From an optimization exercise on the open Yosys and OpenROAD flow, aimed at small area; shortcuts taken in it are not production practice. Only simulation tests tie the RTL to the original design; equivalence was not proved. Power is estimated from default activity; no workload was simulated. The clock port is modelled as an ideal driver; clocking choices that lean on that would not hold on a real chip.

==> inputs of run D <==
==> flow/design.v <==
module conv_interleaver_commutator #(
  parameter int unsigned WIDTH    = 8,
  parameter int unsigned BRANCHES = 12,
  parameter int unsigned DEPTH_M  = 8
) (
  input  logic             clk,
  input  logic             reset,
  input  logic             in_valid,
  input  logic [WIDTH-1:0] in_data,
  input  logic             in_sync,
  output logic             in_ready,
  input  logic             out_ready,
  output logic             out_valid,
  output logic [WIDTH-1:0] out_data,
  output logic             out_sync,
  output logic [3:0]       out_branch,
  output logic             sync_err
);
  logic [3:0]       r_cnt;
  logic             r_out_valid;
  logic [WIDTH-1:0] r_out_data;
  logic             r_out_sync;
  logic [3:0]       r_out_branch;
  logic             r_sync_err;
  logic             w_accept;
  logic             w_misalign;
  logic [3:0]       w_branch;
  logic [3:0]       w_cnt_next;
  logic [BRANCHES-1:0][WIDTH-1:0] w_rd_data;
  assign in_ready   = out_ready | ~r_out_valid;
  assign w_accept   = in_valid & in_ready;
  assign w_misalign = in_sync & (r_cnt != '0);
  assign w_branch   = w_misalign ? '0 : r_cnt;
  always_comb begin
    w_cnt_next = r_cnt + 4'd1;
    if (w_misalign)
      w_cnt_next = 4'd1;
    else if (r_cnt == 4'(BRANCHES - 1))
      w_cnt_next = '0;
  end
  assign w_rd_data[0] = in_data;
  for (genvar b = 1; b < BRANCHES; b++) begin : g_branch
    localparam int unsigned DEP = b * DEPTH_M;
    localparam int unsigned CW  = $clog2(DEP + 1);
    logic [DEP*WIDTH-1:0]      r_sr;
    logic [CW-1:0]             r_fill;
    logic                      w_sel;
    logic                      w_full;
    assign w_sel        = w_accept && (w_branch == 4'(b));
    assign w_full       = (r_fill == CW'(DEP));
    assign w_rd_data[b] = w_full ? r_sr[DEP*WIDTH-1 -: WIDTH] : '0;
    always_ff @(posedge clk) begin
      if (w_sel) r_sr <= {r_sr[(DEP-1)*WIDTH-1:0], in_data};
    end
    always_ff @(posedge clk or negedge reset) begin
      if (!reset)                r_fill <= '0;
      else if (w_sel && !w_full) r_fill <= r_fill + 1'b1;
    end
  end
  always_ff @(posedge clk or negedge reset) begin
    if (!reset) begin
      r_cnt        <= '0;
      r_out_valid  <= 1'b0;
      r_out_data   <= '0;
      r_out_sync   <= 1'b0;
      r_out_branch <= '0;
      r_sync_err   <= 1'b0;
    end else if (w_accept) begin
      r_cnt        <= w_cnt_next;
      r_out_valid  <= 1'b1;
      r_out_data   <= w_rd_data[w_branch];
      r_out_sync   <= in_sync;
      r_out_branch <= w_branch;
      r_sync_err   <= w_misalign;
    end else if (out_ready) begin
      r_out_valid  <= 1'b0;
      r_sync_err   <= 1'b0;
    end
  end
  assign out_valid  = r_out_valid;
  assign out_data   = r_out_data;
  assign out_sync   = r_out_sync;
  assign out_branch = r_out_branch;
  assign sync_err   = r_sync_err;
endmodule
==> flow/run.sh <==
#!/bin/bash
# synth_recipe.tcl (not shown) runs the flow's synth.tcl, then flattens the netlist and writes it again
# the make line also repeats each setting of config.mk as NAME=value (left out here)
make -C /OpenROAD-flow-scripts/flow DESIGN_CONFIG=/design/flow/config.mk WORK_HOME=/design/flow/orfs CLKGATE_MAP_FILE= SYNTH_SCRIPT=/design/flow/synth_recipe.tcl finish
==> flow/config.mk <==
export PLATFORM = sky130hd
export DESIGN_NAME = conv_interleaver_commutator
export DESIGN_NICKNAME = conv_interleaver_commutator
export VERILOG_FILES = /design/flow/design.v
export SDC_FILE = /design/flow/constraint.sdc
export NUM_CORES = 4
export LEC_CHECK = 0
export CAP_MARGIN = 20
export CORE_MARGIN = 2
export CORE_UTILIZATION = 40
export SLEW_MARGIN = 20
==> flow/constraint.sdc <==
create_clock -name core_clock -period 8.0 [get_ports {clk}]
set_input_delay 1.6000 -clock core_clock [delete_from_list [all_inputs] [get_ports {clk}]]
set_output_delay 1.6000 -clock core_clock [all_outputs]
set_load 0.01 [all_outputs]
==> run K: changes against run D <==
==> flow/design.v (replaced) <==
module conv_interleaver_commutator #(
  parameter int unsigned WIDTH    = 8,
  parameter int unsigned BRANCHES = 12,
  parameter int unsigned DEPTH_M  = 8
) (
  input  logic             clk,
  input  logic             reset,
  input  logic             in_valid,
  input  logic [WIDTH-1:0] in_data,
  input  logic             in_sync,
  output logic             in_ready,
  input  logic             out_ready,
  output logic             out_valid,
  output logic [WIDTH-1:0] out_data,
  output logic             out_sync,
  output logic [3:0]       out_branch,
  output logic             sync_err
);
  logic             r_out_valid;
  logic [WIDTH-1:0] r_out_data;
  logic             r_out_sync;
  logic [3:0]       r_out_branch;
  logic             r_sync_err;
  logic             w_accept;
  logic [3:0]       w_cnt;
  logic             w_misalign;
  logic [3:0]       w_branch;
  logic [BRANCHES-1:0][WIDTH-1:0] w_rd_data;
  logic [BRANCHES-1:0]            w_full;
  assign in_ready   = out_ready | ~r_out_valid;
  assign w_accept   = in_valid & in_ready;
  assign w_cnt      = (r_out_branch == 4'(BRANCHES - 1)) ? '0 : r_out_branch + 4'd1;
  assign w_misalign = in_sync & (w_cnt != '0);
  assign w_branch   = w_misalign ? '0 : w_cnt;
  assign w_rd_data[0] = in_data;
  assign w_full[0]    = 1'b1;
  for (genvar b = 1; b < BRANCHES; b++) begin : g_branch
    localparam int unsigned DEP = b * DEPTH_M;
    localparam int unsigned W   = $clog2(DEP + 1);
    localparam bit          POW = (DEP == (1 << (W - 1)));
    localparam logic [W-1:0] FILL0 = POW ? '0 : W'((1 << W) - DEP);
    logic [DEP*WIDTH-1:0] r_sr;
    logic [W-1:0]         r_fill;
    logic                 w_sel;
    assign w_sel        = w_accept && (w_branch == 4'(b));
    assign w_full[b]    = POW ? r_fill[W-1] : (r_fill == '0);
    assign w_rd_data[b] = r_sr[DEP*WIDTH-1 -: WIDTH];
    always_ff @(posedge clk) begin
      if (w_sel) r_sr <= {r_sr[(DEP-1)*WIDTH-1:0], in_data};
    end
    logic [W-1:0] w_fill_next;
    always_comb begin
      logic t;
      t = w_sel & ~w_full[b];
      for (int i = 0; i < W; i++) begin
        w_fill_next[i] = r_fill[i] ^ t;
        t = t & r_fill[i];
      end
    end
    always_ff @(posedge clk or negedge reset) begin
      if (!reset)                   r_fill <= FILL0;
      else                          r_fill <= w_fill_next;
    end
  end
  always_ff @(posedge clk or negedge reset) begin
    if (!reset) begin
      r_out_valid  <= 1'b0;
      r_out_branch <= 4'(BRANCHES - 1);
      r_sync_err   <= 1'b0;
    end else if (w_accept) begin
      r_out_valid  <= 1'b1;
      r_out_branch <= w_branch;
      r_sync_err   <= w_misalign;
    end else if (out_ready) begin
      r_out_valid  <= 1'b0;
      r_sync_err   <= 1'b0;
    end
  end
  always_ff @(posedge clk) begin
    if (w_accept) begin
      r_out_data   <= w_rd_data[w_branch] & {WIDTH{w_full[w_branch]}};
      r_out_sync   <= in_sync;
    end
  end
  assign out_valid  = r_out_valid;
  assign out_data   = r_out_data;
  assign out_sync   = r_out_sync;
  assign out_branch = r_out_branch;
  assign sync_err   = r_sync_err;
endmodule
==> flow/flow/run.sh (new file) <==
#!/bin/bash
# The standard layout, with two changes: clock tree synthesis clusters up to 30 sinks within
# 80 um per leaf buffer, builds the upper tree from clkbuf_4 cells and inserts no dummy loads;
# and the port buffers are buf_1 cells.
set -euo pipefail
export CTS_ARGS="-sink_clustering_enable -repair_clock_nets -sink_clustering_size 30 -sink_clustering_max_diameter 80 -tree_buf sky130_fd_sc_hd__clkbuf_4 -dont_use_dummy_load"
export BUFFER_PORTS_ARGS="-buffer_cell sky130_fd_sc_hd__buf_1"
bash standard.sh > standard.log 2>&1
==> flow/standard.sh (new file) <==
#!/bin/bash
# synth_recipe.tcl (not shown) runs the flow's synth.tcl, then flattens the netlist and writes it again
# the make line also repeats each setting of config.mk as NAME=value (left out here)
make -C /OpenROAD-flow-scripts/flow DESIGN_CONFIG=/design/flow/config.mk WORK_HOME=/design/flow/orfs CLKGATE_MAP_FILE= SYNTH_SCRIPT=/design/flow/synth_recipe.tcl "${@:-finish}"
Settings changed: CORE_UTILIZATION 40 to 70.
removed: flow/run.sh
==> comparison <==
Against run K, the flip-flop and latch count of run D is higher by 4.
Sequential share of layout area: run K is higher than run D (7.7 points).
Sequential power: run K is smaller than run D (about 2%).
Between run D and run K, the lower cell count is in run K (gap 36%, measured against run K).
Against run D, the area after synthesis of run K is lower by about 0.55%.
Against run D, the synthesized cell count of run K is lower by about 3.3%.
In critical path depth, run K and run D do not differ.

## separate check: timing with driven ports
The results above use ideal ports. As a check the final layouts listed here were re-extracted and re-timed, cells and wires unchanged.
Step 1 assumes that a clkbuf_16 drives the clock port and a buf_2 every other input.
Step 2, shift: input delay + t, output delay - t, t = (earliest + latest rising clock arrival at the registers) / 2. This alone moves slack from input paths to output paths.
Three values: ideal, step 1, step 2; two values: the first two.
run	shift t [ns]	setup WS [ns]	hold WS [ns]	worst setup path at the end
run D	0.972	3.080 / 3.131 / 2.160	0.321 / 0.321 / 0.321	input to register
run K	1.030	3.015 / 3.015 / 2.399	0.354 / 0.354 / 0.354	input to register
After both steps setup and hold are still met in every run listed. For run D, which loses most, drivers alone change the setup slack by +0.051 ns; drivers and shift together by -0.920 ns.
